Source: an optimization exercise on an open RTL-to-GDS flow (aim: small area, a short achievable clock period and few clock cycles per item). Production flows keep margins and buffers that such runs may drop.
The RTL was checked by simulation tests, not by an equivalence proof against the original design.
The clock port is modelled as an ideal driver; clocking choices that lean on that would not hold on a real chip.
Power and IR drop assume default switching activity.

$ cat design.v
package isa_pkg;
    localparam logic [6:0] OPC_OP     = 7'b0110011;
    localparam logic [6:0] OPC_OP_IMM = 7'b0010011;
    localparam logic [6:0] OPC_LUI    = 7'b0110111;
    localparam logic [2:0] F3_ADD_SUB = 3'b000;
    localparam logic [2:0] F3_SLL     = 3'b001;
    localparam logic [2:0] F3_SLT     = 3'b010;
    localparam logic [2:0] F3_SLTU    = 3'b011;
    localparam logic [2:0] F3_XOR     = 3'b100;
    localparam logic [2:0] F3_SRL_SRA = 3'b101;
    localparam logic [2:0] F3_OR      = 3'b110;
    localparam logic [2:0] F3_AND     = 3'b111;
    localparam logic [6:0] FUNCT7_ALT = 7'b0100000;
    localparam int OPC_LSB   = 0;
    localparam int RD_LSB    = 7;
    localparam int F3_LSB    = 12;
    localparam int RS1_LSB   = 15;
    localparam int RS2_LSB   = 20;
    localparam int F7_LSB    = 25;
    localparam int IMM_I_LSB = 20;
    localparam int IMM_U_LSB = 12;
endpackage
module gpr_file (
    input  logic                      sys_clk,
    input  logic                      clr,
    input  logic                      wen,
    input  logic [5-1:0]   wrd,
    input  logic [32-1:0]     wdata,
    input  logic [32-1:1] sel1,
    input  logic [32-1:1] sel2,
    output logic [32-1:0]     rdata1,
    output logic [32-1:0]     rdata2
);
    logic [32-1:0] regs [32-1:1];
    logic [32-1:0] wval;
    assign wval = clr ? '0 : wdata;
    for (genvar i = 1; i < 32; i++) begin : g_reg
        always_ff @(posedge sys_clk) begin
            if (clr || (wen && wrd == i)) regs[i] <= wval;
        end
    end
    localparam int NG = (32 - 1) / 3;    
    logic [NG:0] n1 [32];
    logic [NG:0] n2 [32];
    for (genvar b = 0; b < 32; b++) begin : g_bit
        for (genvar g = 0; g < NG; g++) begin : g_grp
            rd_aoi3 i_p1 (
                .d ({regs[3*g+3][b], regs[3*g+2][b], regs[3*g+1][b]}),
                .s (sel1[3*g+3:3*g+1]),
                .y (n1[b][g])
            );
            rd_aoi3 i_p2 (
                .d ({regs[3*g+3][b], regs[3*g+2][b], regs[3*g+1][b]}),
                .s (sel2[3*g+3:3*g+1]),
                .y (n2[b][g])
            );
        end
        assign n1[b][NG] = !(regs[32-1][b] && sel1[32-1]);
        assign n2[b][NG] = !(regs[32-1][b] && sel2[32-1]);
        assign rdata1[b] = !(&n1[b]);
        assign rdata2[b] = !(&n2[b]);
    end
endmodule
module rd_aoi3 (
    input  logic [2:0] d,
    input  logic [2:0] s,
    output logic       y
);
    assign y = !(|(d & s));
endmodule
module rv_core_top (
    input  logic                    sys_clk,
    input  logic                    sys_rst_n,
    input  logic                    inst_valid,
    input  logic [32-1:0]   inst,
    output logic                    inst_ready,
    output logic                    wb_valid,
    output logic [5-1:0] wb_rd,
    output logic [32-1:0]   wb_data
);
    localparam int XL = 32;
    localparam int AW = 5;
    localparam int NR = 32;
    logic [6:0] opcode;
    logic [2:0] funct3;
    logic [6:0] funct7;
    logic       is_op, is_imm, is_lui;
    logic       f7_zero, f7_alt, legal;
    assign opcode = inst[isa_pkg::OPC_LSB +: 7];
    assign funct3 = inst[isa_pkg::F3_LSB +: 3];
    assign funct7 = inst[isa_pkg::F7_LSB +: 7];
    assign is_op   = opcode == isa_pkg::OPC_OP;
    assign is_imm  = opcode == isa_pkg::OPC_OP_IMM;
    assign is_lui  = opcode == isa_pkg::OPC_LUI;
    assign f7_zero = funct7 == 7'b0;
    assign f7_alt  = funct7 == isa_pkg::FUNCT7_ALT;
    always_comb begin
        legal = is_lui;
        if (is_op) begin
            legal = f7_zero || (f7_alt && (funct3 == isa_pkg::F3_ADD_SUB ||
                                           funct3 == isa_pkg::F3_SRL_SRA));
        end else if (is_imm) begin
            if (funct3 == isa_pkg::F3_SLL)          legal = f7_zero;
            else if (funct3 == isa_pkg::F3_SRL_SRA) legal = f7_zero || f7_alt;
            else                                    legal = 1'b1;
        end
    end
    logic          id_wen;               
    logic          id_op, id_lui;
    logic [31:7]   id_inst;
    logic [NR-1:1] id_sel1, id_sel2;     
    logic [AW-1:0] rd, rs1, rs2;
    logic [2:0]    f3;
    logic [XL-1:0] imm;
    logic [NR-1:1] sel1, sel2;
    logic          sub_d;
    assign rd  = id_inst[isa_pkg::RD_LSB +: AW];
    assign f3  = id_inst[isa_pkg::F3_LSB +: 3];
    assign rs1 = id_inst[isa_pkg::RS1_LSB +: AW];
    assign rs2 = id_inst[isa_pkg::RS2_LSB +: AW];
    assign imm = id_lui ? {id_inst[31:12], 12'b0} : {{(XL-12){id_inst[31]}}, id_inst[31:20]};
    assign sub_d = !id_lui && (f3 == isa_pkg::F3_SLT || f3 == isa_pkg::F3_SLTU ||
                               (id_op && f3 == isa_pkg::F3_ADD_SUB && id_inst[30]));
    assign sel1 = id_sel1;
    assign sel2 = id_sel2;
    logic          ex_wen;               
    logic [AW-1:0] ex_rd;
    logic [XL-1:0] ex_a;
    logic [XL-1:0] ex_b;                 
    logic [4:0]    ex_sh;                
    logic          ex_sub, ex_sra;
    logic          ex_s_add, ex_s_sll, ex_s_slt, ex_s_sltu;
    logic          ex_s_xor, ex_s_sr, ex_s_or, ex_s_and;
    logic          r_wen;                
    logic [AW-1:0] r_rd;
    logic [XL-1:0] r_data;
    logic          rst_q;                
    logic [XL-1:0] sum, sll_v, sr_v, alu;
    logic          lt, ltu, b_msb;
    localparam int LV = $clog2(XL + 1);
    logic [XL:0] pg_g [LV+1];
    logic [XL:0] pg_p [LV+1];
    assign pg_g[0] = {ex_a & ex_b, ex_sub};
    assign pg_p[0] = {ex_a ^ ex_b, 1'b0};
    for (genvar l = 0; l < LV; l++) begin : g_lvl
        for (genvar i = 0; i <= XL; i++) begin : g_pos
            if (i >= (1 << l)) begin : g_comb
                assign pg_g[l+1][i] = pg_g[l][i] | (pg_p[l][i] & pg_g[l][i - (1 << l)]);
                assign pg_p[l+1][i] = pg_p[l][i] & pg_p[l][i - (1 << l)];
            end else begin : g_pass
                assign pg_g[l+1][i] = pg_g[l][i];
                assign pg_p[l+1][i] = pg_p[l][i];
            end
        end
    end
    assign sum = pg_p[0][XL:1] ^ pg_g[LV][XL-1:0];
    assign b_msb = !ex_b[XL-1];
    assign lt    = (ex_a[XL-1] ^ b_msb) ? ex_a[XL-1] : sum[XL-1];
    assign ltu   = (ex_a[XL-1] ^ b_msb) ? b_msb      : sum[XL-1];
    assign sll_v = ex_a << ex_sh;
    assign sr_v  = XL'($signed({ex_sra & ex_a[XL-1], ex_a}) >>> ex_sh);
    assign alu = ({XL{ex_s_add}}  & sum)
               | ({XL{ex_s_sll}}  & sll_v)
               | ({XL{ex_s_sr}}   & sr_v)
               | ({XL{ex_s_xor}}  & (ex_a ^ ex_b))
               | ({XL{ex_s_or}}   & (ex_a | ex_b))
               | ({XL{ex_s_and}}  & (ex_a & ex_b))
               | {{(XL-1){1'b0}}, (ex_s_slt & lt) | (ex_s_sltu & ltu)};
    logic [XL-1:0] rf1, rf2, a_n, b_n;
    logic          hit_a_ex, hit_a_r, hit_b_ex, hit_b_r;
    gpr_file i_gpr_file (
        .sys_clk (sys_clk),
        .clr     (!rst_q),
        .wen     (r_wen),
        .wrd     (r_rd),
        .wdata   (r_data),
        .sel1    (sel1),
        .sel2    (sel2),
        .rdata1  (rf1),
        .rdata2  (rf2)
    );
    assign hit_a_ex = ex_wen && ex_rd == rs1 && !id_lui;
    assign hit_a_r  = r_wen  && r_rd  == rs1 && !id_lui;
    assign hit_b_ex = ex_wen && ex_rd == rs2 && id_op;
    assign hit_b_r  = r_wen  && r_rd  == rs2 && id_op;
    assign a_n = hit_a_ex ? alu : (hit_a_r ? r_data : (id_lui ? '0 : rf1));
    assign b_n = hit_b_ex ? alu : (hit_b_r ? r_data : (id_op ? rf2 : imm));
    always_ff @(posedge sys_clk or negedge sys_rst_n) begin
        if (!sys_rst_n) begin
            rst_q  <= 1'b0;
            id_wen <= 1'b0;
            ex_wen <= 1'b0;
            r_wen  <= 1'b0;
        end else begin
            rst_q  <= 1'b1;
            id_wen <= inst_valid && legal && (inst[isa_pkg::RD_LSB +: AW] != '0);
            ex_wen <= id_wen;
            r_wen  <= ex_wen;
        end
    end
    always_ff @(posedge sys_clk) begin
        id_op     <= is_op;
        id_lui    <= is_lui;
        id_inst   <= inst[31:7];
        for (int i = 1; i < NR; i++) begin
            id_sel1[i] <= inst[isa_pkg::RS1_LSB +: AW] == i;
            id_sel2[i] <= inst[isa_pkg::RS2_LSB +: AW] == i;
        end
        ex_rd     <= rd;
        ex_a      <= a_n;
        ex_b      <= b_n ^ {XL{sub_d}};
        ex_sh     <= (f3[1:0] == 2'b01) ? b_n[4:0] : 5'b0;    
        ex_sub    <= sub_d;
        ex_sra    <= id_inst[30];
        ex_s_add  <= id_lui || f3 == isa_pkg::F3_ADD_SUB;
        ex_s_sll  <= !id_lui && f3 == isa_pkg::F3_SLL;
        ex_s_slt  <= !id_lui && f3 == isa_pkg::F3_SLT;
        ex_s_sltu <= !id_lui && f3 == isa_pkg::F3_SLTU;
        ex_s_xor  <= !id_lui && f3 == isa_pkg::F3_XOR;
        ex_s_sr   <= !id_lui && f3 == isa_pkg::F3_SRL_SRA;
        ex_s_or   <= !id_lui && f3 == isa_pkg::F3_OR;
        ex_s_and  <= !id_lui && f3 == isa_pkg::F3_AND;
        r_rd      <= ex_rd;
        r_data    <= alu;
    end
    assign inst_ready = 1'b1;
    assign wb_valid   = r_wen;
    assign wb_rd      = r_rd;
    assign wb_data    = r_data;
endmodule
$ cat flow/run.sh
#!/bin/bash
# The standard layout (standard.sh) with two changes:
#  - synthesis leaves additions to ABC instead of mapping them onto the
#    library's full/half adder cells (ADDER_MAP_FILE empty); registers are
#    untouched by this;
#  - clock tree synthesis uses one clock buffer size, clusters of up to 16
#    sinks and no dummy loads.
# standard.sh runs ORFS's make; its output goes to standard.log and each
# step's full log to orfs/logs/.
set -o pipefail
export CTS_ARGS="-sink_clustering_enable -repair_clock_nets -buf_list sky130_fd_sc_hd__clkbuf_8 -dont_use_dummy_load -sink_clustering_size 16 -sink_clustering_max_diameter 60"
bash standard.sh finish ADDER_MAP_FILE= > standard.log 2>&1
$ cat standard.sh
#!/bin/bash
# synth_recipe.tcl (not shown) runs the flow's synth.tcl, then flattens the netlist and writes it again
# the make line also repeats each setting of config.mk as NAME=value (left out here)
make -C /OpenROAD-flow-scripts/flow DESIGN_CONFIG=/design/flow/config.mk WORK_HOME=/design/flow/orfs CLKGATE_MAP_FILE= SYNTH_SCRIPT=/design/flow/synth_recipe.tcl "${@:-finish}"
$ cat config.mk
export PLATFORM = sky130hd
export DESIGN_NAME = rv_core_top
export DESIGN_NICKNAME = rv_core_top
export VERILOG_FILES = /design/flow/design.v
export SDC_FILE = /design/flow/constraint.sdc
export NUM_CORES = 4
export LEC_CHECK = 0
export CAP_MARGIN = 20
export CORE_MARGIN = 2
export CORE_UTILIZATION = 45
export PLACE_DENSITY = 0.55
export SETUP_SLACK_MARGIN = 3.5
export SLEW_MARGIN = 20
export SYNTH_HIERARCHICAL = 1
export TNS_END_PERCENT = 5
$ cat constraint.sdc
create_clock -name core_clock -period 6.5 [get_ports {sys_clk}]
set_input_delay 1.3000 -clock core_clock [delete_from_list [all_inputs] [get_ports {sys_clk}]]
set_output_delay 1.3000 -clock core_clock [all_outputs]
set_load 0.01 [all_outputs]
==> summary.md, run 1 <==
| Metric | Value |
|---|---|
| Sequential element share of the synthesized area | `0.649` |
| Final Skew | `0.124 ns` |
| Gr usage total | `0.345` |
| Crit path largest cell delay | `0.69 ns` |
| Run status | `timing/DRC/antenna clean` |
| CTS tree | `yes` |
| Area share of the largest cell type after synthesis | `0.567` |
| RSZ-0062 raised after global routing | `true` |
| Post-layout min period | `3.27 ns` |
| Final core occ | `0.500` |
| First-pass GRT wire length | `294,000 um` |
| Met1 WL | `82,000 um` |
| Critical Path Start Type | `flip-flop` |
| Post-Syn Area per Cell | `13.9 um^2` |
| FF+latch count, synth | `1,206` |
| Largest net degree at the start of global routing | `76` |
| Data arrival time of the critical path | `3.92 ns` |
| Die area | `120,000 um^2` |
| PwrDens | `297 nW/um^2` |
| Vias per cell | `7.49` |
| Via Count | `40,900` |
| Routed WL per cell | `39.2 um` |
| Port Buffers | `72` |
| HP Start | `id_inst[8]` |
| Initial antenna violation count | `7` |
| Gpl congestion | `1.03` |
| Setup TNS | `0 ns` |
| Synth Instances | `3,779` |
| FMAX | `305 MHz` |
| Cell taking the most area after synthesis | `edfxtp_1` |
| Synth top area cells | `edfxtp_1 (57%), a222oi_1 (12%), dfxtp_1 (8.0%)` |
| Vias in the first global route | `39,100` |
| Dpl hpwl | `126,000 um` |
| Clock slew at reported path FFs | `0.08 ns` |
| Met2 routed WL | `92,100 um` |
| Post-Syn Area | `52,600 um^2` |
| H-tree Lvls | `3` |
| Clk buf depth | `3` |
| Crit. Startpoint | `ex_s_xor` |
| Ys flop type | `edfxtp_1` |
| RR Startpoint | `ex_s_xor` |
| Most used cell, CP | `a21oi_1` |
| Met3 wire length | `29,700 um` |
| Starting Density | `0.453` |
| Hold buffer count at CTS | `0` |
| Worst Slack Setup Final | `3.23 ns` |
| Max VDD drop | `0.169 mV` |
| Clk sinks | `1,206` |
| Worst-path maximum fanout | `33` |
| Relative slew slack | `0.349` |
| Async SR Flop Fraction | `0.00332` |
| Leak | `20.1 nW` |
| Max Used Layer | `met5` |
| CP required | `7.15 ns` |
| Die Ht | `346 um` |
| First drt pass iteration count | `17` |
| Core area | `116,000 um^2` |
| Number of synthesis warnings | `16` |
| CTS Root Cell | `clkbuf_8` |
| Maxcap violations | `0` |
| Grt total ovfl | `0` |
| Final Hold Vio Count | `0` |
| Clock latency (worst-skew pair) | `0.85 ns` |
| I/O pin count | `74` |
| Tcrit/Tclk final | `0.504` |
| Pre-CTS setup slack | `2.69 ns` |
| Distinct cells, synth | `82` |
| CP Capture Type | `flip-flop` |
| Layout area overhead | `10.3%` |
| CP Cell Sequence | `buf_4, or2_2, a21oi_1, a21oi_1, a21oi_1, o21ai_0, a21oi_1, o41ai_4, buf_4, mux2_1` |
| Final setup fails | `0` |
| Drt initial violations | `8,547` |
| Worst path slowest cell | `or2_2` |
| Flop-to-flop setup slack | `3.23 ns` |
| Fin nets | `3,969` |
| FP Rows | `125` |
| DIE WIDTH | `346 um` |
| Final antenna-violating net count | `0` |
| CTS Buf Count | `104` |
| Final Slew Violations | `0` |
| Routed WL | `214,000 um` |
| # DRC | `0` |
| Share of cells above drive strength 1 | `0.130` |
| Slew @ Worst Pin | `0.977 ns` |
| Critical path type | `flip-flop to flip-flop` |
| Post-synth EDFFs | `992` |
| Hold WC Path Type | `flip-flop to flip-flop` |
[through the flow]
stage	hold WS [ns]	cells	instance area (um^2)	total power [mW]
after floorplan	0.310	3780	52600	11.8
after global routing	0.355	5457	58000	17.7
after global placement	0.310	5323	55700	13.2
after detailed placement	0.312	5323	55700	13.3
final	0.336	5459	58000	17.2
after CTS	0.340	5439	57500	17.0
[Yosys cell counts, types with 36 or more instances]
| cell | count |
|---|---|
| a2111o_1 | 65 |
| nand4_1 | 134 |
| mux2_2 | 41 |
| o21ai_0 | 179 |
| mux2i_1 | 110 |
| nand2_1 | 225 |
| nor2b_1 | 59 |
| inv_1 | 52 |
| a21oi_1 | 167 |
| nor2_1 | 211 |
| a222oi_1 | 641 |
| o22ai_1 | 36 |
| dfxtp_1 | 210 |
| edfxtp_1 | 992 |
| xnor2_1 | 81 |
| clkbuf_1 | 134 |
[per-module statistics from Yosys (local to each module, per instance)]
module | times used | area, um^2
gpr_file | 1 | 32200
rd_aoi3 | 640 | 10.0
rv_core_top | 1 | 14000
[flip-flops by register name, indices dropped and copies added (netlist names), 5 cells and up]
name and cells:
ex_a 32, ex_b 32, ex_rd 5, ex_sh 5, i_gpr_file.regs 992, id_inst 25, id_sel1 31, id_sel2 31
r_data 32, r_rd 5
[final timing paths]
kind / cells past startpoint / end
hold / removal: 0 / ex_rd[1]
setup reg to reg: 10 / ex_a[0]
setup / recovery: 10 / ex_a[0]
hold reg to reg: 0 / ex_rd[1]
max in group asynchronous: 1 / r_wen
min in group asynchronous: 1 / r_wen
[final cells by class]
type                            instances  area [um^2]
Inverter                               56          218
Tap cell                             1524         1910
Sequential cell                      1206        34200
Clock buffer                          104         1430
Timing Repair Buffer                  228         2100
Multi-Input combinational cell       2338        18100
Antenna cell                            3         7.51
Fill cell                           10000        58100
[critical path: cells and delay by family, from the launching register on]
family | cells | cell delay [ns]
compound gates | 6 | 1.38
simple gates | 1 | 0.69
buf+inv | 2 | 0.46
flops | 1 | 0.31
mux | 1 | 0.27
[report_power, final]
group | leakage, nW | internal, mW | switching, mW
clock | 0.748 | 1.42 | 2.45
combinational | 7.36 | 1.02 | 1.93
sequential | 12.0 | 9.56 | 0.815
[metal layers]
layer,track usage,vias up
li1,-,16600
met1,0.467,20500
met2,0.508,3142
met3,0.110,581
met4,0.151,8
met5,0,-
[layout by cell type (no fill, tap or decap), types with 12 or more instances in the layout]
cell type	Yosys	final
a2111o_1	65	65
a211oi_1	13	12
a21oi_1	167	166
a221oi_1	17	13
a222oi_1	641	641
a31oi_1	32	30
and3b_1	12	12
buf_4	2	132
clkbuf_8	0	104
clkdlybuf4s50_1	0	68
dfxtp_1	210	141
dfxtp_2	0	46
dfxtp_4	0	23
edfxtp_1	992	992
inv_1	52	51
maj3_1	18	18
mux2_2	41	41
mux2i_1	110	108
mux4_2	26	26
nand2_1	225	225
nand2b_1	25	25
nand4_1	134	134
nor2_1	211	210
nor2b_1	59	25
nor2b_2	0	18
nor2b_4	0	16
nor3_1	35	33
o211ai_1	14	14
o21ai_0	179	155
o21ai_1	11	16
o21ai_4	0	16
o22ai_1	36	35
xnor2_1	81	81
xor2_1	29	29
[logic make-up (layout without fill, tap and decap cells)]
kind of cell    Yosys count  after routing  share of synthesized area
compound gates         1262           1262                      0.199
xor+xnor                110            110                     0.0183
fa+ha+maj                20             20                    0.00386
buf+inv                 236            388                     0.0179
flops                  1206           1206                      0.649
mux                     178            178                     0.0411
other cells               1              5                  0.0000713
simple gates            766            766                     0.0714
[what timing repair did]
action,4_1_cts,5_1_grt
setup buffers,12,14
endpoints found under the setup margin,159,109
gates cloned,0,3
pin swaps,6,13
gates resized for setup,71,85
Testbench counts, summed over its fixed seeds: cycles 20,024, items 20,000.
==> run 2: changes to the inputs <==
==> flow/run.sh (replaced) <==
#!/bin/bash
# The standard layout (standard.sh) with these changes:
#  - synthesis leaves additions to ABC instead of mapping them onto the
#    library's full/half adder cells (ADDER_MAP_FILE empty); registers are
#    untouched by this;
#  - the port buffers are buf_4 cells instead of delay buffers;
#  - clock tree synthesis uses one clock buffer size, clusters of up to 16
#    sinks and no dummy loads.
# standard.sh runs ORFS's make; its output goes to standard.log and each
# step's full log to orfs/logs/.
set -o pipefail
export CTS_ARGS="-sink_clustering_enable -repair_clock_nets -buf_list sky130_fd_sc_hd__clkbuf_8 -dont_use_dummy_load -sink_clustering_size 16 -sink_clustering_max_diameter 60"
export BUFFER_PORTS_ARGS="-buffer_cell sky130_fd_sc_hd__buf_4"
bash standard.sh finish ADDER_MAP_FILE= > standard.log 2>&1
--- a/config.mk
+++ b/config.mk
@@ -13,3 +13,3 @@
 export SLEW_MARGIN = 20
 export SYNTH_HIERARCHICAL = 1
-export TNS_END_PERCENT = 5
+export TNS_END_PERCENT = 0
==> summary.md, run 2 <==
| Metric | Value |
|---|---|
| Sequential element share of the synthesized area | `0.649 (unchanged)` |
| Max reg flops | `992 (unchanged)` |
| Worst-path maximum fanout | `4 (was 33)` |
| Most frequent cell after synthesis | `edfxtp_1 (unchanged)` |
| Post-Syn Area per Cell | `13.9 um^2 (unchanged)` |
| Via Count | `40,600 (was 40,900)` |
| Slew @ Worst Pin | `1.01 ns (was 0.977 ns)` |
| WP depth | `12 (was 10)` |
| Largest Register | `i_gpr_file.regs (unchanged)` |
| H-tree Lvls | `3 (unchanged)` |
| # DRC | `0 (unchanged)` |
| CP required | `7.14 ns (was 7.15 ns)` |
| Sw frac | `0.301 (was 0.302)` |
| Commonest cells post-synth | `edfxtp_1 (992), a222oi_1 (641), nand2_1 (225) (unchanged)` |
| Logic pwr share | `0.169 (was 0.172)` |
| RSZ-0062 raised after global routing | `true (unchanged)` |
| FMAX | `305 MHz (about the same)` |
| Vias per cell | `7.45 (was 7.49)` |
| Gpl congestion | `1.03 (about the same)` |
| DIE WIDTH | `346 um (unchanged)` |
| FP Rows | `125 (unchanged)` |
| Share of cells above drive strength 1 | `0.136 (was 0.130)` |
| Internal Power | `12.0 mW (about the same)` |
| Leak | `20.0 nW (was 20.1 nW)` |
| Distinct cells, synth | `82 (unchanged)` |
| Clock latency (worst-skew pair) | `0.82 ns (was 0.85 ns)` |
| Final setup fails | `0 (unchanged)` |
| CTS tree | `yes (unchanged)` |
| Routed WL per cell | `38.6 um (was 39.2 um)` |
| Relative slew slack | `0.323 (was 0.349)` |
| I/O pin count | `74 (unchanged)` |
| Clk sinks | `1,206 (unchanged)` |
| Largest net degree at the start of global routing | `75 (was 76)` |
| Worst path bufs/invs | `1 (was 2)` |
| Synth top area cells | `edfxtp_1 (57%), a222oi_1 (12%), dfxtp_1 (8.0%) (unchanged)` |
| Area share of the largest cell type after synthesis | `0.567 (unchanged)` |
| R2r worst-path depth | `12 (was 10)` |
| Worst path slowest cell | `maj3_2 (was or2_2)` |
| Drt initial violations | `8,499 (was 8,547)` |
| Commonest non-fill, non-tap cell in the layout | `edfxtp_1 (unchanged)` |
| Dpl hpwl | `125,000 um (was 126,000 um)` |
| Cell taking the most area after synthesis | `edfxtp_1 (unchanged)` |
| Critical path's top delay family | `compound AO/OA/AOI/OAI gates (unchanged)` |
| Critical path type | `flip-flop to flip-flop (unchanged)` |
| Critical Path Start Type | `flip-flop (unchanged)` |
| Crit path largest cell delay | `0.39 ns (was 0.69 ns)` |
| RR Startpoint | `ex_a[0] (was ex_s_xor)` |
| Vias in the first global route | `38,900 (was 39,100)` |
| Starting Density | `0.453 (unchanged)` |
| Flop-to-flop setup slack | `3.22 ns (was 3.23 ns)` |
| Async SR Flop Fraction | `0.00332 (unchanged)` |
| P_sw | `5.14 mW (was 5.19 mW)` |
| Post-synth EDFFs | `992 (unchanged)` |
| Clock slew at reported path FFs | `0.10 ns (was 0.08 ns)` |
| CP Capture Type | `flip-flop (unchanged)` |
| End of the critical path | `ex_b[0] (was ex_a[0])` |
| Post-layout min period | `3.28 ns (was 3.27 ns)` |
| Data arrival time of the critical path | `3.92 ns (about the same)` |
| Final Skew | `0.131 ns (was 0.124 ns)` |
| CP Cell Sequence | `maj3_2, maj3_2, a211oi_4, o211ai_1, a21oi_2, o21ai_2, o31ai_4, a211oi_2, o41ai_4, buf_4, mux2i_2, xnor2_1 (was buf_4, or2_2, a21oi_1, a21oi_1, a21oi_1, o21ai_0, a21oi_1, o41ai_4, buf_4, mux2_1)` |
| Cell Count, Final, Fillers Out | `5,451 (was 5,459)` |
| Die area | `120,000 um^2 (unchanged)` |
| Clock power share | `0.225 (about the same)` |
| Clk buf depth | `3 (unchanged)` |
| Ys flop type | `edfxtp_1 (unchanged)` |
| Run status | `timing/DRC/antenna clean (unchanged)` |
| Flop pwr share | `0.606 (was 0.604)` |
| Layout area overhead | `9.28% (was 10.3%)` |
| First drt pass iteration count | `14 (was 17)` |
| Hold WC Path Type | `primary input to async pin (was flip-flop to flip-flop)` |
| Most used cell, CP | `maj3_2 (was a21oi_1)` |
| Placed cell count | `5,324 (was 5,323)` |
| Max VDD drop | `0.162 mV (was 0.169 mV)` |
| R2R Path End | `ex_b[0] (was ex_a[0])` |
| Port Buffers | `72 (unchanged)` |
| Gr usage total | `0.341 (was 0.345)` |
| Core area | `116,000 um^2 (unchanged)` |
| PwrDens | `298 nW/um^2 (was 297 nW/um^2)` |
| Grt total ovfl | `0 (unchanged)` |
| CTS Buf Count | `104 (unchanged)` |
| Final Hold Vio Count | `0 (unchanged)` |
| First-pass GRT wire length | `291,000 um (was 294,000 um)` |
| Final Slew Violations | `0 (unchanged)` |
| Routed WL | `211,000 um (was 214,000 um)` |
| Tcrit/Tclk final | `0.504 (about the same)` |
| Setup TNS | `0 ns (unchanged)` |
| Fin nets | `3,953 (was 3,969)` |
| Initial antenna violation count | `5 (was 7)` |
| FF+latch count, synth | `1,206 (unchanged)` |
| Most frequent cells in the layout | `edfxtp_1 (992), a222oi_1 (641), nand2_1 (225) (unchanged)` |
| Maxcap violations | `0 (unchanged)` |
| Number of synthesis warnings | `16 (unchanged)` |
| Synth Instances | `3,779 (unchanged)` |
| Die Ht | `346 um (unchanged)` |
| Post-Syn Area | `52,600 um^2 (unchanged)` |
| Final antenna-violating net count | `0 (unchanged)` |
| CTS Root Cell | `clkbuf_8 (unchanged)` |
| Crit. Startpoint | `ex_a[0] (was ex_s_xor)` |
==> run 2: metal layers <==
| metal | wire [um] | up-vias | global-route usage | share of wire |
|---|---|---|---|---|
| li1 | - | 16600 | - | - |
| met1 | 80100 | 20200 | 0.459 | 0.38 |
| met2 | 90300 | 3185 | 0.501 | 0.43 |
| met3 | 30100 | 586 | 0.108 | 0.14 |
| met4 | 9910 | 4 | 0.156 | 0.047 |
| met5 | 150 | - | 0.00960 | 0.00071 |
==> run 2: what timing repair did <==
action	4_1_cts	5_1_grt
gates resized for setup	35	40
gates cloned	0	0
pin swaps	7	9
endpoints found under the setup margin	128	141
hold buffers	0	0
setup buffers	9	3
==> run 2: area by class of cell <==
type                       instances  area [um^2]
fill                           10000        58600
sequential                      1206        34200
multi-input combinational       2338        18000
tap                             1524         1910
timing repair buffer             212         1670
clock buffer                     104         1430
inverter                          56          210
antenna                           11         27.5
==> run 2: modules after synthesis, one instance, submodules excluded <==
| module | flops+latches | cells | copies in the design | cell area (um^2) |
|---|---|---|---|---|
| gpr_file | 992 | 1348 | 1 | 32200 |
| rv_core_top | 214 | 1791 | 1 | 14000 |
| rd_aoi3 | 0 | 1 | 640 | 10.0 |
==> run 2: worst min path at each step <==
stage / start / end / cells past startpoint
floorplan: id_inst[7] / ex_rd[0] / 0
global placement: id_inst[10] / ex_rd[3] / 0
detailed placement: id_inst[7] / ex_rd[0] / 0
CTS: sys_rst_n / r_wen / 1
global route: sys_rst_n / rst_q / 1
finish: sys_rst_n / r_wen / 1
==> run 2: power groups by stage <==
stage | logic, mW | registers, mW | clock network, mW
6_report | 2.89 | 10.4 | 3.85
2_1_floorplan | 1.68 | 10.2 | 0
4_1_cts | 2.76 | 10.3 | 3.89
5_1_grt | 3.05 | 10.5 | 4.16
3_5_place_dp | 2.71 | 10.5 | 0
3_3_place_gp | 2.71 | 10.5 | 0
==> run 2: logic make-up (layout without fill, tap and decap cells) <==
family / after synthesis / after routing / synth area share
buffers and inverters: 236 / 372 / 0.0179
other: 1 / 13 / 0.0000713
AO/OA/AOI/OAI: 1262 / 1262 / 0.199
flip-flops: 1206 / 1206 / 0.649
XOR/XNOR: 110 / 110 / 0.0183
multiplexers: 178 / 178 / 0.0411
adder cells (fa/ha/maj): 20 / 20 / 0.00386
AND/OR/NAND/NOR: 766 / 766 / 0.0714
==> run 2: metrics by stage <==
stage	hold WS (ns)	power (mW)	worst slack (ns)	cell area, um^2	utilization
after floorplan	0.310	11.8	2.87	52600	-
after global placement	0.311	13.2	2.78	55600	0.479
after detailed placement	0.314	13.2	2.77	55600	0.479
after CTS	0.237	17.0	3.24	57200	0.493
after global routing	0.263	17.7	3.18	57400	0.495
final	0.277	17.1	3.22	57400	0.495
==> run 3: changes to the inputs <==
--- a/design.v
+++ b/design.v
@@ -138,21 +138,22 @@
     logic [XL-1:0] sum, sll_v, sr_v, alu;
     logic          lt, ltu, b_msb;
-    localparam int LV = $clog2(XL + 1);
-    logic [XL:0] pg_g [LV+1];
-    logic [XL:0] pg_p [LV+1];
-    assign pg_g[0] = {ex_a & ex_b, ex_sub};
-    assign pg_p[0] = {ex_a ^ ex_b, 1'b0};
-    for (genvar l = 0; l < LV; l++) begin : g_lvl
-        for (genvar i = 0; i <= XL; i++) begin : g_pos
+    logic [XL-1:0] ks_g [6];
+    logic [XL-1:0] ks_p [6];
+    logic [XL-1:0] ab_x;
+    assign ab_x     = ex_a ^ ex_b;
+    assign ks_g[0]  = {ex_a[XL-2:0] & ex_b[XL-2:0], ex_sub};
+    assign ks_p[0]  = {ab_x[XL-2:0], 1'b0};
+    for (genvar l = 0; l < 5; l++) begin : g_lvl
+        for (genvar i = 0; i < XL; i++) begin : g_pos
             if (i >= (1 << l)) begin : g_comb
-                assign pg_g[l+1][i] = pg_g[l][i] | (pg_p[l][i] & pg_g[l][i - (1 << l)]);
-                assign pg_p[l+1][i] = pg_p[l][i] & pg_p[l][i - (1 << l)];
+                assign ks_g[l+1][i] = ks_g[l][i] | (ks_p[l][i] & ks_g[l][i - (1 << l)]);
+                assign ks_p[l+1][i] = ks_p[l][i] & ks_p[l][i - (1 << l)];
             end else begin : g_pass
-                assign pg_g[l+1][i] = pg_g[l][i];
-                assign pg_p[l+1][i] = pg_p[l][i];
+                assign ks_g[l+1][i] = ks_g[l][i];
+                assign ks_p[l+1][i] = ks_p[l][i];
             end
         end
     end
-    assign sum = pg_p[0][XL:1] ^ pg_g[LV][XL-1:0];
+    assign sum = ab_x ^ ks_g[5];
     assign b_msb = !ex_b[XL-1];
     assign lt    = (ex_a[XL-1] ^ b_msb) ? ex_a[XL-1] : sum[XL-1];
--- a/flow/run.sh
+++ b/flow/run.sh
@@ -6,5 +6,7 @@
 #  - the port buffers are buf_4 cells instead of delay buffers;
 #  - clock tree synthesis uses one clock buffer size, clusters of up to 16
-#    sinks and no dummy loads.
+#    sinks and no dummy loads;
+#  - after clock tree synthesis, flow/post_cts.tcl runs a few more rounds of
+#    setup repair on the worst path.
 # standard.sh runs ORFS's make; its output goes to standard.log and each
 # step's full log to orfs/logs/.
@@ -12,3 +14,4 @@
 export CTS_ARGS="-sink_clustering_enable -repair_clock_nets -buf_list sky130_fd_sc_hd__clkbuf_8 -dont_use_dummy_load -sink_clustering_size 16 -sink_clustering_max_diameter 60"
 export BUFFER_PORTS_ARGS="-buffer_cell sky130_fd_sc_hd__buf_4"
+export POST_CTS_TCL="$(pwd)/flow/post_cts.tcl"
 bash standard.sh finish ADDER_MAP_FILE= > standard.log 2>&1
==> flow/post_cts.tcl (new file) <==
# Extra setup repair after clock tree synthesis: a few more rounds that work
# only on the worst path, free to change a cell's footprint, without the
# delay cells.
log_cmd estimate_parasitics -placement
set_dont_use [get_lib_cells {*/sky130_fd_sc_hd__clkdlybuf* */sky130_fd_sc_hd__dlygate* */sky130_fd_sc_hd__dlymetal*}]
foreach round {1 2 3} {
  log_cmd repair_timing -setup -setup_margin 4.0 -repair_tns 0 -verbose
}
log_cmd detailed_placement
check_placement -verbose
log_cmd estimate_parasitics -placement
report_worst_slack -max
==> summary.md, run 3 <==
| Metric | Value |
|---|---|
| Run status | `timing/DRC/antenna clean (unchanged)` |
| Synth Instances | `3,715 (was 3,779)` |
| FMAX | `326 MHz (was 305 MHz)` |
| Setup TNS | `0 ns (unchanged)` |
| Initial antenna violation count | `10 (was 5)` |
| Fin nets | `4,018 (was 3,953)` |
| Final Slew Violations | `0 (unchanged)` |
| Drt initial violations | `9,008 (was 8,499)` |
| Port Buffers | `72 (unchanged)` |
| Clk sinks | `1,206 (unchanged)` |
| Commonest non-fill, non-tap cell in the layout | `edfxtp_1 (unchanged)` |
| Slew @ Worst Pin | `1.17 ns (was 1.01 ns)` |
| Routed WL per cell | `40.6 um (was 38.6 um)` |
| Final antenna-violating net count | `0 (unchanged)` |
| Number of synthesis warnings | `16 (unchanged)` |
| # DRC | `0 (unchanged)` |
| Fillers | `9,892 (was 10,000)` |
| Most frequent cells in the layout | `edfxtp_1 (992), a222oi_1 (641), nor2_1 (226) (was edfxtp_1 (992), a222oi_1 (641), nand2_1 (225))` |
| Post-Syn Area | `52,800 um^2 (was 52,600 um^2)` |
| CTS tree | `yes (unchanged)` |
| First drt pass iteration count | `13 (was 14)` |
| Distinct cells, synth | `89 (was 82)` |
| First-pass GRT wire length | `308,000 um (was 291,000 um)` |
| DIE WIDTH | `346 um (about the same)` |
| Gr usage total | `0.363 (was 0.341)` |
| Die area | `120,000 um^2 (about the same)` |
| RSZ-0062 raised after global routing | `true (unchanged)` |
| Post-synth EDFFs | `992 (unchanged)` |
| Async SR Flop Fraction | `0.00332 (unchanged)` |
| Clock latency (worst-skew pair) | `0.84 ns (was 0.82 ns)` |
| Max Used Layer | `met5 (unchanged)` |
| Ys flop type | `edfxtp_1 (unchanged)` |
| Commonest cells post-synth | `edfxtp_1 (992), a222oi_1 (641), nor2_1 (232) (was edfxtp_1 (992), a222oi_1 (641), nand2_1 (225))` |
| Cell taking the most area after synthesis | `edfxtp_1 (unchanged)` |
| Largest Register | `i_gpr_file.regs (unchanged)` |
| Met2 routed WL | `95,700 um (was 90,300 um)` |
| Tcrit/Tclk final | `0.471 (was 0.504)` |
| Leak | `20.9 nW (was 20.0 nW)` |
| Routed WL | `223,000 um (was 211,000 um)` |
| Post-layout min period | `3.06 ns (was 3.28 ns)` |
| Met1 WL | `82,700 um (was 80,100 um)` |
| Die Ht | `346 um (about the same)` |
| Clock slew at reported path FFs | `0.10 ns (about the same)` |
| I/O pin count | `74 (unchanged)` |
| Starting Density | `0.454 (was 0.453)` |
| Worst-path maximum fanout | `6 (was 4)` |
| Synth top area cells | `edfxtp_1 (56%), a222oi_1 (12%), dfxtp_1 (8.0%) (was edfxtp_1 (57%), a222oi_1 (12%), dfxtp_1 (8.0%))` |
| FF+latch count, synth | `1,206 (unchanged)` |
| Vias per cell | `7.62 (was 7.45)` |
| Area share of the largest cell type after synthesis | `0.564 (was 0.567)` |
| Via Count | `42,000 (was 40,600)` |
| Met3 wire length | `30,100 um (about the same)` |
| Final core occ | `0.510 (was 0.495)` |
| Layout area overhead | `12.3% (was 9.28%)` |
| Largest net degree at the start of global routing | `67 (was 75)` |
| CP required | `7.14 ns (about the same)` |
| Hold WC Path Type | `flip-flop to flip-flop (was primary input to async pin)` |
| Data arrival time of the critical path | `3.70 ns (was 3.92 ns)` |
| Vias in the first global route | `40,600 (was 38,900)` |
| Core area | `116,000 um^2 (about the same)` |
| Post-Syn Area per Cell | `14.2 um^2 (was 13.9 um^2)` |
| CP Capture Type | `flip-flop (unchanged)` |
| Hold Slack | `0.292 ns (was 0.277 ns)` |
| Sequential element share of the synthesized area | `0.646 (was 0.649)` |
| Most frequent cell after synthesis | `edfxtp_1 (unchanged)` |
| Share of cells above drive strength 1 | `0.195 (was 0.136)` |
| Grt total ovfl | `0 (unchanged)` |
| Max VDD drop | `0.184 mV (was 0.162 mV)` |
| Critical path type | `flip-flop to flip-flop (unchanged)` |
| Final Hold Vio Count | `0 (unchanged)` |
| Critical Path Start Type | `flip-flop (unchanged)` |
| Gpl congestion | `0.970 (was 1.03)` |
| Relative slew slack | `0.216 (was 0.323)` |
| Dpl hpwl | `127,000 um (was 125,000 um)` |
| Final setup fails | `0 (unchanged)` |
| FP Rows | `125 (unchanged)` |
| Max reg flops | `992 (unchanged)` |
| Final Skew | `0.116 ns (was 0.131 ns)` |
| Maxcap violations | `0 (unchanged)` |
| PwrDens | `296 nW/um^2 (was 298 nW/um^2)` |
[run 3: changes by cell type in the layout (fill, tap and decap cells not counted), sizes merged, moves of 27 or more]
cell	delta
mux2i	-42
mux4	+43
buf	+114
nand2	-27
o21ai	-37
[run 3: final cells by class]
class                      instances  area [um^2]  share of cell area
clock buffer                     107         1470              0.0248
sequential                      1206        34300               0.579
multi-input combinational       2280        18700               0.315
timing repair buffer             335         2680              0.0452
tap                             1524         1910              0.0322
inverter                          53          210             0.00355
antenna                            4         10.0            0.000169
[run 3: per-stage QoR]
step | std cells | instance area (um^2) | power (mW) | worst slack, ns
global route | 5506 | 59300 | 18.1 | 3.44
floorplan | 3716 | 52800 | 11.9 | 2.86
detailed placement | 5274 | 55900 | 13.4 | 2.37
global placement | 5274 | 55900 | 13.4 | 2.38
finish | 5509 | 59300 | 17.6 | 3.44
[run 3: critical path, stage by stage, from the launching register on]
cell and delay (ns):
dfxtp_4 0.44, buf_6 0.16, buf_12 0.14, buf_1 0.13, mux4_2 0.55, mux2i_1 0.22, o21ai_0 0.25, mux2_2 0.40
a21oi_1 0.21, o21ai_1 0.14, mux2i_1 0.23, xnor2_1 0.08
[run 3: where the power goes]
part / internal, mW / leakage (nW) / switching [mW] / total [mW]
combinational: 1.13 / 8.10 / 2.08 / 3.22
clock: 1.46 / 0.769 / 2.47 / 3.93
sequential: 9.59 / 12.0 / 0.830 / 10.4
[run 3: final timing paths]
| check | start | to | slack (ns) | cells past startpoint |
|---|---|---|---|---|
| hold / removal | id_inst[11] | ex_rd[4] | 0.29 | 0 |
| hold reg to reg | id_inst[11] | ex_rd[4] | 0.29 | 0 |
| max in group asynchronous | sys_rst_n | id_wen | 5.95 | 1 |
| min in group asynchronous | sys_rst_n | rst_q | 0.30 | 1 |
| setup reg to reg | ex_sh[0] | ex_b[6] | 3.44 | 11 |
| setup / recovery | ex_sh[0] | ex_b[6] | 3.44 | 11 |
[run 3: Yosys stat by module, one instance, submodules excluded]
module	area, um^2	flip-flops and latches
gpr_file	32200	992
rv_core_top	14200	214
rd_aoi3	10.0	0
[run 3: logic make-up (layout without fill, tap and decap cells)]
family,after synthesis,after routing,synth area share
AO/OA/AOI/OAI,1224,1224,0.196
flip-flops,1206,1206,0.646
AND/OR/NAND/NOR,782,782,0.0732
buffers and inverters,230,495,0.0179
multiplexers,158,158,0.0468
XOR/XNOR,107,107,0.0185
adder cells (fa/ha/maj),7,7,0.00137
other,1,6,0.0000710
[run 3: routing by layer]
layer  global-route usage  up-vias
li1                     -    16800
met4                0.209       12
met3               0.0892      613
met1                0.490    21100
met5                    0        -
met2                0.536     3457
Testbench counts of run 3, summed over its fixed seeds: cycles 20,024, items 20,000.
==> run 4: changes to the inputs <==
--- a/design.v
+++ b/design.v
@@ -135,4 +135,5 @@
     logic [AW-1:0] r_rd;
     logic [XL-1:0] r_data;
+    logic [XL-1:0] w_data;               
     logic          rst_q;                
     logic [XL-1:0] sum, sll_v, sr_v, alu;
@@ -175,5 +176,5 @@
         .wen     (r_wen),
         .wrd     (r_rd),
-        .wdata   (r_data),
+        .wdata   (w_data),
         .sel1    (sel1),
         .sel2    (sel2),
@@ -224,4 +225,5 @@
         r_rd      <= ex_rd;
         r_data    <= alu;
+        w_data    <= alu & {XL{ex_wen}};
     end
     assign inst_ready = 1'b1;
==> summary.md, run 4 <==
| Metric | Value |
|---|---|
| Clk sinks | `1,238 (was 1,206)` |
| Routed WL per cell | `38.9 um (was 40.6 um)` |
| Worst-path maximum fanout | `17 (was 6)` |
| Tcrit/Tclk final | `0.467 (was 0.471)` |
| Clock latency (worst-skew pair) | `0.84 ns (about the same)` |
| Largest Register | `i_gpr_file.regs (unchanged)` |
| Vias per cell | `7.46 (was 7.62)` |
| Max Used Layer | `met5 (unchanged)` |
| Share of cells above drive strength 1 | `0.150 (was 0.195)` |
| Run status | `timing/DRC/antenna clean (unchanged)` |
| Via Count | `41,400 (was 42,000)` |
| Vias in the first global route | `39,900 (was 40,600)` |
| Leak | `20.5 nW (was 20.9 nW)` |
| Most frequent cell after synthesis | `edfxtp_1 (unchanged)` |
| Commonest cells post-synth | `edfxtp_1 (992), a222oi_1 (641), nor2_1 (256) (was edfxtp_1 (992), a222oi_1 (641), nor2_1 (232))` |
| Commonest non-fill, non-tap cell in the layout | `edfxtp_1 (unchanged)` |
| Clock slew at reported path FFs | `0.09 ns (was 0.10 ns)` |
| Max VDD drop | `0.179 mV (was 0.184 mV)` |
| Largest net degree at the start of global routing | `72 (was 67)` |
| Layout area overhead | `9.69% (was 12.3%)` |
| R2r worst-path depth | `8 (was 11)` |
| End of the critical path | `ex_b[22] (was ex_b[6])` |
| Maxcap violations | `0 (unchanged)` |
| Final Hold Vio Count | `0 (unchanged)` |
| Post-Syn Area | `53,700 um^2 (was 52,800 um^2)` |
| Synth top area cells | `edfxtp_1 (55%), a222oi_1 (12%), dfxtp_1 (9.0%) (was edfxtp_1 (56%), a222oi_1 (12%), dfxtp_1 (8.0%))` |
| Distinct cells, synth | `94 (was 89)` |
| Met3 wire length | `30,000 um (was 30,100 um)` |
| FMAX | `329 MHz (was 326 MHz)` |
| Area share of the largest cell type after synthesis | `0.555 (was 0.564)` |
| RSZ-0062 raised after global routing | `true (unchanged)` |
| Port Buffers | `72 (unchanged)` |
| Hold Slack | `0.253 ns (was 0.292 ns)` |
| Async SR Flop Fraction | `0.00323 (was 0.00332)` |
| I/O pin count | `74 (unchanged)` |
| Gr usage total | `0.347 (was 0.363)` |
| Setup TNS | `0 ns (unchanged)` |
| Final Skew | `0.149 ns (was 0.116 ns)` |
| CP Capture Type | `flip-flop (unchanged)` |
| Critical Path Start Type | `flip-flop (unchanged)` |
| Max reg flops | `992 (unchanged)` |
| Post-layout min period | `3.04 ns (was 3.06 ns)` |
| Met2 routed WL | `93,600 um (was 95,700 um)` |
| Cell taking the most area after synthesis | `edfxtp_1 (unchanged)` |
| Critical path type | `flip-flop to flip-flop (unchanged)` |
| Cell Count, Final, Fillers Out | `5,550 (was 5,509)` |
| RR Startpoint | `ex_s_and (was ex_sh[0])` |
| Routed WL | `216,000 um (was 223,000 um)` |
| Die area | `122,000 um^2 (was 120,000 um^2)` |
| Fin nets | `4,049 (was 4,018)` |
| Flop-to-flop setup slack | `3.46 ns (was 3.44 ns)` |
| Drt initial violations | `8,230 (was 9,008)` |
| FP Rows | `126 (was 125)` |
| CP required | `7.13 ns (was 7.14 ns)` |
| Grt total ovfl | `0 (unchanged)` |
| Sequential element share of the synthesized area | `0.647 (was 0.646)` |
| Gpl congestion | `1.01 (was 0.970)` |
| Number of synthesis warnings | `16 (unchanged)` |
| Reg area | `34,800 um^2 (was 34,300 um^2)` |
| Final Slew Violations | `0 (unchanged)` |
| Placed cell count | `5,414 (was 5,274)` |
| Final setup fails | `0 (unchanged)` |
| Most frequent cells in the layout | `edfxtp_1 (992), a222oi_1 (641), nor2_1 (253) (was edfxtp_1 (992), a222oi_1 (641), nor2_1 (226))` |
| CTS tree | `yes (unchanged)` |
| Hold WC Path Type | `primary input to async pin (was flip-flop to flip-flop)` |
| Data arrival time of the critical path | `3.66 ns (was 3.70 ns)` |
| R2R Path End | `ex_b[22] (was ex_b[6])` |
| Multi-input gate area | `18,500 um^2 (was 18,700 um^2)` |
| Post-synth EDFFs | `992 (unchanged)` |
| DIE WIDTH | `349 um (was 346 um)` |
| PwrDens | `262 nW/um^2 (was 296 nW/um^2)` |
| Dpl hpwl | `129,000 um (was 127,000 um)` |
| First drt pass iteration count | `14 (was 13)` |
| Post-Syn Area per Cell | `13.9 um^2 (was 14.2 um^2)` |
| Ys flop type | `edfxtp_1 (unchanged)` |
| Crit. Startpoint | `ex_s_and (was ex_sh[0])` |
| Final antenna-violating net count | `0 (unchanged)` |
| # DRC | `0 (unchanged)` |
| Met1 WL | `83,800 um (was 82,700 um)` |
| Final instance area | `58,900 um^2 (was 59,300 um^2)` |
| Initial antenna violation count | `7 (was 10)` |
| Core area | `118,000 um^2 (was 116,000 um^2)` |
| Die Ht | `349 um (was 346 um)` |
| FF+latch count, synth | `1,238 (was 1,206)` |
| Slew @ Worst Pin | `1.26 ns (was 1.17 ns)` |
| Relative slew slack | `0.158 (was 0.216)` |
| Starting Density | `0.454 (about the same)` |
| Fillers | `10,300 (was 9,892)` |
| Synth Instances | `3,858 (was 3,715)` |
| Area post-placement | `56,500 um^2 (was 55,900 um^2)` |
| First-pass GRT wire length | `301,000 um (was 308,000 um)` |
-- run 4: cell count changes after synthesis, sizes merged, moves of 17 or more --
cell,before,now
mux4,69,23
dfxtp,210,242
a21oi,147,195
and2,7,34
mux2i,68,94
o21ai,154,137
nor2,232,256
-- run 4: cell type report --
| type | count | share of cell area |
|---|---|---|
| sequential | 1238 | 0.592 |
| timing repair buffer | 236 | 0.0335 |
| multi-input combinational | 2383 | 0.314 |
| antenna | 2 | 0.0000850 |
| inverter | 50 | 0.00323 |
| clock buffer | 105 | 0.0245 |
| tap | 1536 | 0.0326 |
-- run 4: logic make-up (layout without fill, tap and decap cells) --
group | Yosys count | in the layout | share of synthesized area
flip-flops | 1238 | 1238 | 0.647
adder cells (fa/ha/maj) | 16 | 16 | 0.00303
other | 1 | 4 | 0.0000699
AND/OR/NAND/NOR | 836 | 836 | 0.0773
buffers and inverters | 238 | 391 | 0.0221
AO/OA/AOI/OAI | 1270 | 1270 | 0.198
XOR/XNOR | 110 | 110 | 0.0181
multiplexers | 149 | 149 | 0.0339
-- run 4: Yosys stat by module, one instance, submodules excluded --
| module | flip-flops and latches | cell area [um^2] |
|---|---|---|
| gpr_file | 992 | 32200 |
| rd_aoi3 | 0 | 10.0 |
| rv_core_top | 246 | 15100 |
-- run 4: routing by layer --
metal / GRT usage / up-vias
li1: - / 16900
met1: 0.471 / 20900
met2: 0.515 / 3083
met3: 0.112 / 525
met4: 0.140 / 4
met5: 0 / -
-- run 4: report_power, final --
group          leakage (nW)  switching [mW]  internal, mW
registers              12.3           0.443          8.88
logic                  7.42            1.42         0.756
clock network         0.755            2.49          1.43
-- run 4: worst min path at each step --
stage	end	startpoint	slack [ns]
finish	rst_q	sys_rst_n	0.25
global route	rst_q	sys_rst_n	0.23
floorplan	ex_rd[0]	id_inst[7]	0.31
detailed placement	ex_rd[2]	id_inst[9]	0.31
global placement	ex_rd[0]	id_inst[7]	0.31
-- run 4: per-stage QoR --
stage               setup WS, ns   util  power (mW)
floorplan                   2.85      -        10.6
global placement            2.54  0.478        11.5
detailed placement          2.56  0.478        11.5
global route                3.43  0.498        15.9
finish                      3.46  0.498        15.4
-- run 4: worst max-delay path, cell delays in order, from the launching register on --
cell and delay, ns:
dfxtp_1 0.32, buf_4 0.31, clkinv_1 0.77, a31oi_1 0.40
nor2_1 0.05, o21ai_0 0.41, a221o_1 0.33, o21ai_0 0.15
xnor2_1 0.14
Testbench counts of run 4, summed over its fixed seeds: cycles 20,024, items 20,000.
==> run 5: changes to the inputs <==
--- a/config.mk
+++ b/config.mk
@@ -6,10 +6,10 @@
 export NUM_CORES = 4
 export LEC_CHECK = 0
-export CAP_MARGIN = 20
+export CAP_MARGIN = 40
 export CORE_MARGIN = 2
 export CORE_UTILIZATION = 45
 export PLACE_DENSITY = 0.55
 export SETUP_SLACK_MARGIN = 3.5
-export SLEW_MARGIN = 20
+export SLEW_MARGIN = 60
 export SYNTH_HIERARCHICAL = 1
 export TNS_END_PERCENT = 0
==> summary.md, run 5 <==
| Metric | Value |
|---|---|
| Run status | `timing/DRC/antenna clean (unchanged)` |
| Synth top area cells | `edfxtp_1 (55%), a222oi_1 (12%), dfxtp_1 (9.0%) (unchanged)` |
| Data arrival time of the critical path | `3.71 ns (was 3.66 ns)` |
| Multi-input gate area | `18,600 um^2 (was 18,500 um^2)` |
| Sw frac | `0.282 (about the same)` |
| Grt total ovfl | `0 (unchanged)` |
| FF+latch count, synth | `1,238 (unchanged)` |
| Post-layout min period | `3.03 ns (was 3.04 ns)` |
| Critical path type | `flip-flop to flip-flop (unchanged)` |
| Reg area | `34,900 um^2 (was 34,800 um^2)` |
| Drt initial violations | `8,648 (was 8,230)` |
| Commonest non-fill, non-tap cell in the layout | `edfxtp_1 (unchanged)` |
| Setup TNS | `0 ns (unchanged)` |
| P_sw | `4.36 mW (about the same)` |
| Worst-path maximum fanout | `32 (was 17)` |
| Logic pwr share | `0.145 (was 0.141)` |
| RSZ-0062 raised after global routing | `true (unchanged)` |
| Routed WL | `216,000 um (about the same)` |
| Distinct cells, synth | `94 (unchanged)` |
| Final Slew Violations | `0 (unchanged)` |
| Maxcap violations | `0 (unchanged)` |
| Final core occ | `0.506 (was 0.498)` |
| Clock latency (worst-skew pair) | `0.84 ns (about the same)` |
| Commonest cells post-synth | `edfxtp_1 (992), a222oi_1 (641), nor2_1 (256) (unchanged)` |
| Relative slew slack | `0.557 (was 0.158)` |
| Vias in the first global route | `40,100 (was 39,900)` |
| Die area | `122,000 um^2 (unchanged)` |
| Share of cells above drive strength 1 | `0.163 (was 0.150)` |
| Post-Syn Area | `53,700 um^2 (unchanged)` |
| Fillers | `10,100 (was 10,300)` |
| First drt pass iteration count | `13 (was 14)` |
| Most frequent cells in the layout | `edfxtp_1 (992), a222oi_1 (641), nor2_1 (251) (was edfxtp_1 (992), a222oi_1 (641), nor2_1 (253))` |
| Final Skew | `0.145 ns (was 0.149 ns)` |
| Clk sinks | `1,238 (unchanged)` |
| Max VDD drop | `0.171 mV (was 0.179 mV)` |
| FP Rows | `126 (unchanged)` |
| Gr usage total | `0.348 (was 0.347)` |
| Port Buffers | `72 (unchanged)` |
| I/O pin count | `74 (unchanged)` |
| Sequential element share of the synthesized area | `0.647 (unchanged)` |
| Largest net degree at the start of global routing | `72 (unchanged)` |
| Routed WL per cell | `38.7 um (was 38.9 um)` |
| Layout area overhead | `11.4% (was 9.69%)` |
| Most frequent cell after synthesis | `edfxtp_1 (unchanged)` |
| Leak | `20.8 nW (was 20.5 nW)` |
| Vias per cell | `7.44 (was 7.46)` |
| CP Capture Type | `flip-flop (unchanged)` |
| Starting Density | `0.454 (unchanged)` |
| Cell taking the most area after synthesis | `edfxtp_1 (unchanged)` |
| Clock slew at reported path FFs | `0.08 ns (was 0.09 ns)` |
| CP required | `7.19 ns (was 7.13 ns)` |
| Via Count | `41,600 (was 41,400)` |
| Final Hold Vio Count | `0 (unchanged)` |
| Flop pwr share | `0.603 (was 0.604)` |
| Final antenna-violating net count | `0 (unchanged)` |
| Clock power share | `0.252 (was 0.254)` |
| Initial antenna violation count | `5 (was 7)` |
| Area share of the largest cell type after synthesis | `0.555 (unchanged)` |
| Async SR Flop Fraction | `0.00323 (unchanged)` |
| Synth Instances | `3,858 (unchanged)` |
| First-pass GRT wire length | `301,000 um (about the same)` |
| Gpl congestion | `1.01 (unchanged)` |
| Dpl hpwl | `131,000 um (was 129,000 um)` |
| Post-synth EDFFs | `992 (unchanged)` |
| FMAX | `331 MHz (was 329 MHz)` |
| Fin nets | `4,091 (was 4,049)` |
| Post-Syn Area per Cell | `13.9 um^2 (unchanged)` |
| PwrDens | `259 nW/um^2 (was 262 nW/um^2)` |
| Largest Register | `i_gpr_file.regs (unchanged)` |
| Internal Power | `11.1 mW (about the same)` |
| Die Ht | `349 um (unchanged)` |
| # DRC | `0 (unchanged)` |
| Number of synthesis warnings | `16 (unchanged)` |
| Core area | `118,000 um^2 (unchanged)` |
| Slew @ Worst Pin | `0.665 ns (was 1.26 ns)` |
| Ys flop type | `edfxtp_1 (unchanged)` |
| Hold WC Path Type | `primary input to async pin (unchanged)` |
| DIE WIDTH | `349 um (unchanged)` |
| Critical Path Start Type | `flip-flop (unchanged)` |
| Final setup fails | `0 (unchanged)` |
| Max reg flops | `992 (unchanged)` |
| CTS tree | `yes (unchanged)` |
| Tcrit/Tclk final | `0.465 (was 0.467)` |
run 5: layout make-up:
class	count	area share
flip-flops and latches	1238	0.583
multi-input cells	2383	0.312
repair buffers	278	0.0461
well taps	1536	0.0321
clock buffers	105	0.0242
inverters	50	0.00326
diodes	3	0.000125
run 5: per-module statistics from Yosys, one instance, submodules excluded:
module       flip-flops and latches  cell area (um^2)  cells inside
rv_core_top                     246             15100          1870
gpr_file                        992             32200          1348
rd_aoi3                           0              10.0             1
run 5: worst paths after layout:
path,start,to,slack (ns),cells past startpoint
max,id_sel2[12],ex_b[4],3.47,8
min,sys_rst_n,r_wen,0.27,1
max reg2reg,id_sel2[12],ex_b[4],3.47,8
min reg2reg,id_inst[11],ex_rd[4],0.33,0
max in group asynchronous,sys_rst_n,ex_wen,6.10,1
min in group core_clock,id_inst[11],ex_rd[4],0.33,0
run 5: kinds of logic after synthesis:
kind of cell | share of synthesized area
mux | 0.0339
buf+inv | 0.0221
compound gates | 0.198
simple gates | 0.0773
flops | 0.647
fa+ha+maj | 0.00303
other cells | 0.0000699
xor+xnor | 0.0181
run 5: per-layer routing:
layer,global-route usage,share of wire
met1,0.477,0.39
met2,0.514,0.43
met3,0.103,0.13
met4,0.149,0.042
met5,0.00118,0.00012
run 5: power groups by stage:
stage	combinational, mW	sequential, mW	clock (mW)
2_1_floorplan	1.27	9.28	0
3_3_place_gp	2.01	9.47	0
3_5_place_dp	2.04	9.47	0
5_1_grt	2.35	9.36	4.23
6_report	2.24	9.32	3.90
run 5: critical path: stages (launching register included):
cell	delay [ns]
dfxtp_1	0.33
buf_12	0.20
a222oi_1	0.48
nand4_1	0.57
a2111o_1	0.53
a221oi_2	0.28
nor3_1	0.11
a21oi_1	0.22
xnor2_1	0.15
run 5: through the flow:
stage	setup slack (ns)	cells	power (mW)	cell area [um^2]	hold WS (ns)
after global placement	2.54	5414	11.5	56500	0.312
after global routing	3.39	5591	15.9	59800	0.262
final	3.47	5593	15.5	59800	0.271
after floorplan	2.85	3859	10.6	53700	0.310
after detailed placement	2.90	5444	11.5	57400	0.312
==> run 6: changes to the inputs <==
--- a/config.mk
+++ b/config.mk
@@ -13,3 +13,3 @@
 export SLEW_MARGIN = 60
 export SYNTH_HIERARCHICAL = 1
-export TNS_END_PERCENT = 0
+export TNS_END_PERCENT = 3
==> summary.md, run 6 <==
| Metric | Value |
|---|---|
| Routed WL per cell | `38.7 um (unchanged)` |
| Ys flop type | `edfxtp_1 (unchanged)` |
| Placed cell count | `5,444 (unchanged)` |
| Grt total ovfl | `0 (unchanged)` |
| Max VDD drop | `0.171 mV (unchanged)` |
| Run status | `timing/DRC/antenna clean (unchanged)` |
| Clk sinks | `1,238 (unchanged)` |
| # DRC | `0 (unchanged)` |
| Post-synth EDFFs | `992 (unchanged)` |
| Critical Path Start Type | `flip-flop (unchanged)` |
| Most frequent cell after synthesis | `edfxtp_1 (unchanged)` |
| FF+latch count, synth | `1,238 (unchanged)` |
| Worst-path maximum fanout | `32 (unchanged)` |
| R2r worst-path depth | `8 (unchanged)` |
| Number of synthesis warnings | `16 (unchanged)` |
| Maxcap violations | `0 (unchanged)` |
| Synth Instances | `3,858 (unchanged)` |
| Hold WC Path Type | `primary input to async pin (unchanged)` |
| Post-Syn Area | `53,700 um^2 (unchanged)` |
| Sequential element share of the synthesized area | `0.647 (unchanged)` |
| Routed WL | `216,000 um (unchanged)` |
| Critical path type | `flip-flop to flip-flop (unchanged)` |
| Crit. Startpoint | `id_sel2[12] (unchanged)` |
| Via Count | `41,600 (unchanged)` |
| Data arrival time of the critical path | `3.71 ns (about the same)` |
| Flop-to-flop setup slack | `3.47 ns (about the same)` |
| Distinct cells, synth | `94 (unchanged)` |
| Layout area overhead | `11.4% (unchanged)` |
| Dpl hpwl | `131,000 um (unchanged)` |
| RR Startpoint | `id_sel2[12] (unchanged)` |
| I/O pin count | `74 (unchanged)` |
| Commonest cells post-synth | `edfxtp_1 (992), a222oi_1 (641), nor2_1 (256) (unchanged)` |
| Commonest non-fill, non-tap cell in the layout | `edfxtp_1 (unchanged)` |
| Largest Register | `i_gpr_file.regs (unchanged)` |
| DIE WIDTH | `349 um (unchanged)` |
| First drt pass iteration count | `13 (unchanged)` |
| Post-layout min period | `3.03 ns (unchanged)` |
| Clock slew at reported path FFs | `0.08 ns (about the same)` |
| Largest net degree at the start of global routing | `72 (unchanged)` |
| Leak | `20.8 nW (unchanged)` |
| Setup TNS | `0 ns (unchanged)` |
| Synth top area cells | `edfxtp_1 (55%), a222oi_1 (12%), dfxtp_1 (9.0%) (unchanged)` |
| Area share of the largest cell type after synthesis | `0.555 (unchanged)` |
| CP Capture Type | `flip-flop (unchanged)` |
| FP Rows | `126 (unchanged)` |
| CTS tree | `yes (unchanged)` |
| Most frequent cells in the layout | `edfxtp_1 (992), a222oi_1 (641), nor2_1 (251) (unchanged)` |
| Port Buffers | `72 (unchanged)` |
| R2R Path End | `ex_b[4] (unchanged)` |
| Final Slew Violations | `0 (unchanged)` |
| Cell Count, Final, Fillers Out | `5,593 (unchanged)` |
| Tcrit/Tclk final | `0.465 (unchanged)` |
| Hold Slack | `0.271 ns (unchanged)` |
| Max reg flops | `992 (unchanged)` |
| Initial antenna violation count | `5 (unchanged)` |
| Async SR Flop Fraction | `0.00323 (unchanged)` |
| Final Skew | `0.145 ns (unchanged)` |
| Die Ht | `349 um (unchanged)` |
| FMAX | `331 MHz (unchanged)` |
| Final antenna-violating net count | `0 (unchanged)` |
| RSZ-0062 raised after global routing | `true (unchanged)` |
| Relative slew slack | `0.557 (unchanged)` |
| Pre-CTS setup slack | `2.90 ns (unchanged)` |
| Final Hold Vio Count | `0 (unchanged)` |
| Cell taking the most area after synthesis | `edfxtp_1 (unchanged)` |
| Worst Slack Setup Final | `3.47 ns (unchanged)` |
| Drt initial violations | `8,648 (unchanged)` |
| Gpl congestion | `1.01 (unchanged)` |
| Post-Syn Area per Cell | `13.9 um^2 (unchanged)` |
| Share of cells above drive strength 1 | `0.163 (unchanged)` |
| Fin nets | `4,091 (unchanged)` |
| Vias per cell | `7.44 (unchanged)` |
| Core area | `118,000 um^2 (unchanged)` |
| Slew @ Worst Pin | `0.665 ns (unchanged)` |
| End of the critical path | `ex_b[4] (unchanged)` |
| PwrDens | `259 nW/um^2 (unchanged)` |
| Final setup fails | `0 (unchanged)` |
| Clock latency (worst-skew pair) | `0.84 ns (about the same)` |
| Starting Density | `0.454 (unchanged)` |
| First-pass GRT wire length | `301,000 um (unchanged)` |
| CP required | `7.19 ns (about the same)` |
| Vias in the first global route | `40,100 (unchanged)` |
| Die area | `122,000 um^2 (unchanged)` |
| Gr usage total | `0.348 (unchanged)` |
==> run 6: cell counts after synthesis <==
No cell type changed its count.
==> run 6: how the worst min path moves through the flow <==
stage,start,slack (ns),endpoint,depth (start not counted)
floorplan,id_inst[7],0.31,ex_rd[0],0
detailed placement,id_inst[7],0.31,ex_rd[0],0
finish,sys_rst_n,0.27,r_wen,1
global placement,id_inst[7],0.31,ex_rd[0],0
global route,sys_rst_n,0.26,r_wen,1
==> run 6: stage by stage <==
stage | utilization | area (um^2) | total power [mW]
floorplan | - | 53700 | 10.6
global placement | 0.478 | 56500 | 11.5
detailed placement | 0.485 | 57400 | 11.5
global route | 0.506 | 59800 | 15.9
finish | 0.506 | 59800 | 15.5
==> run 6: routing by layer <==
metal  GRT usage  wire length, um  vias up
li1            -                -    17000
met1       0.477            85000    21000
met2       0.514            93000     3062
met3       0.103            29100      534
met4       0.149             9170        4
met5     0.00118               27        -
==> run 6: logic make-up (layout without fill, tap and decap cells) <==
kind of cell / after synthesis / count (layout) / share of synthesized area
muxes: 149 / 149 / 0.0339
and+or+nand+nor: 836 / 836 / 0.0773
buffers and inverters: 238 / 433 / 0.0221
DFF: 1238 / 1238 / 0.647
adders and majority gates: 16 / 16 / 0.00303
other: 1 / 5 / 0.0000699
AOI/OAI and AO/OA: 1270 / 1270 / 0.198
xor gates and xnor gates: 110 / 110 / 0.0181
==> run 6: where the power goes <==
part           internal (mW)  switching (mW)
logic                  0.799            1.44
registers               8.88           0.445
clock network           1.43            2.47
==> run 6: cell type report <==
class / instances / area, um^2
Sequential cell: 1238 / 34900
Tap cell: 1536 / 1920
Timing Repair Buffer: 278 / 2760
Multi-Input combinational cell: 2383 / 18600
Clock buffer: 105 / 1450
Inverter: 50 / 195
Fill cell: 10100 / 58400
Antenna cell: 3 / 7.51
==> run 6: Yosys stat by module, one instance, submodules excluded <==
module / times used / flip-flops and latches / cells inside / area (um^2)
gpr_file: 1 / 992 / 1348 / 32200
rd_aoi3: 640 / 0 / 1 / 10.0
rv_core_top: 1 / 246 / 1870 / 15100
==> run 6: worst max-delay path, stage by stage, from the launching register on <==
cell and delay, ns:
dfxtp_1 0.33, buf_12 0.20, a222oi_1 0.48, nand4_1 0.57, a2111o_1 0.53, a221oi_2 0.28
nor3_1 0.11, a21oi_1 0.22, xnor2_1 0.15

## re-timing with driven ports
How much do the figures lean on ideal ports? The routed layouts below were timed once more, with nothing changed but the port constraints. Step 1 sets driving cells, clkbuf_16 on the clock port and buf_2 on the other inputs (assumed; they add their load-dependent delay and slew). Step 2 adds t to the input delays and takes it off the output delays; t is the mean of the earliest and latest rising clock arrival at the registers after step 1. Input paths then give back, and output paths get back, about the clock's delay inside the block. Three values: ideal, step 1, step 2; two values: the first two.
| run | t, ns | slack for setup (ns) | latest minus earliest clock arrival (ns) | worst register clock-pin slew, ns | cell pins on the clock port's net |
|---|---|---|---|---|---|
| run 1 | 0.856 | 3.225 / 3.159 / 3.225 | 0.124 / 0.123 | 0.11 / 0.11 | 1 |
| run 2 | 0.829 | 3.224 / 3.224 / 3.224 | 0.138 / 0.137 | 0.11 / 0.11 | 1 |
| run 3 | 0.869 | 3.436 / 3.436 / 3.381 | 0.118 / 0.117 | 0.11 / 0.11 | 1 |
| run 4 | 0.836 | 3.464 / 3.464 / 3.464 | 0.150 / 0.150 | 0.11 / 0.11 | 1 |
| run 5 | 0.839 | 3.475 / 3.475 / 3.475 | 0.144 / 0.145 | 0.11 / 0.11 | 1 |
| run 6 | 0.839 | 3.475 / 3.475 / 3.475 | 0.144 / 0.145 | 0.11 / 0.11 | 1 |
After both steps every run listed still meets setup and hold. For run 3, which loses most, drivers alone change the setup slack by 0.000 ns; drivers and shift together by -0.055 ns.
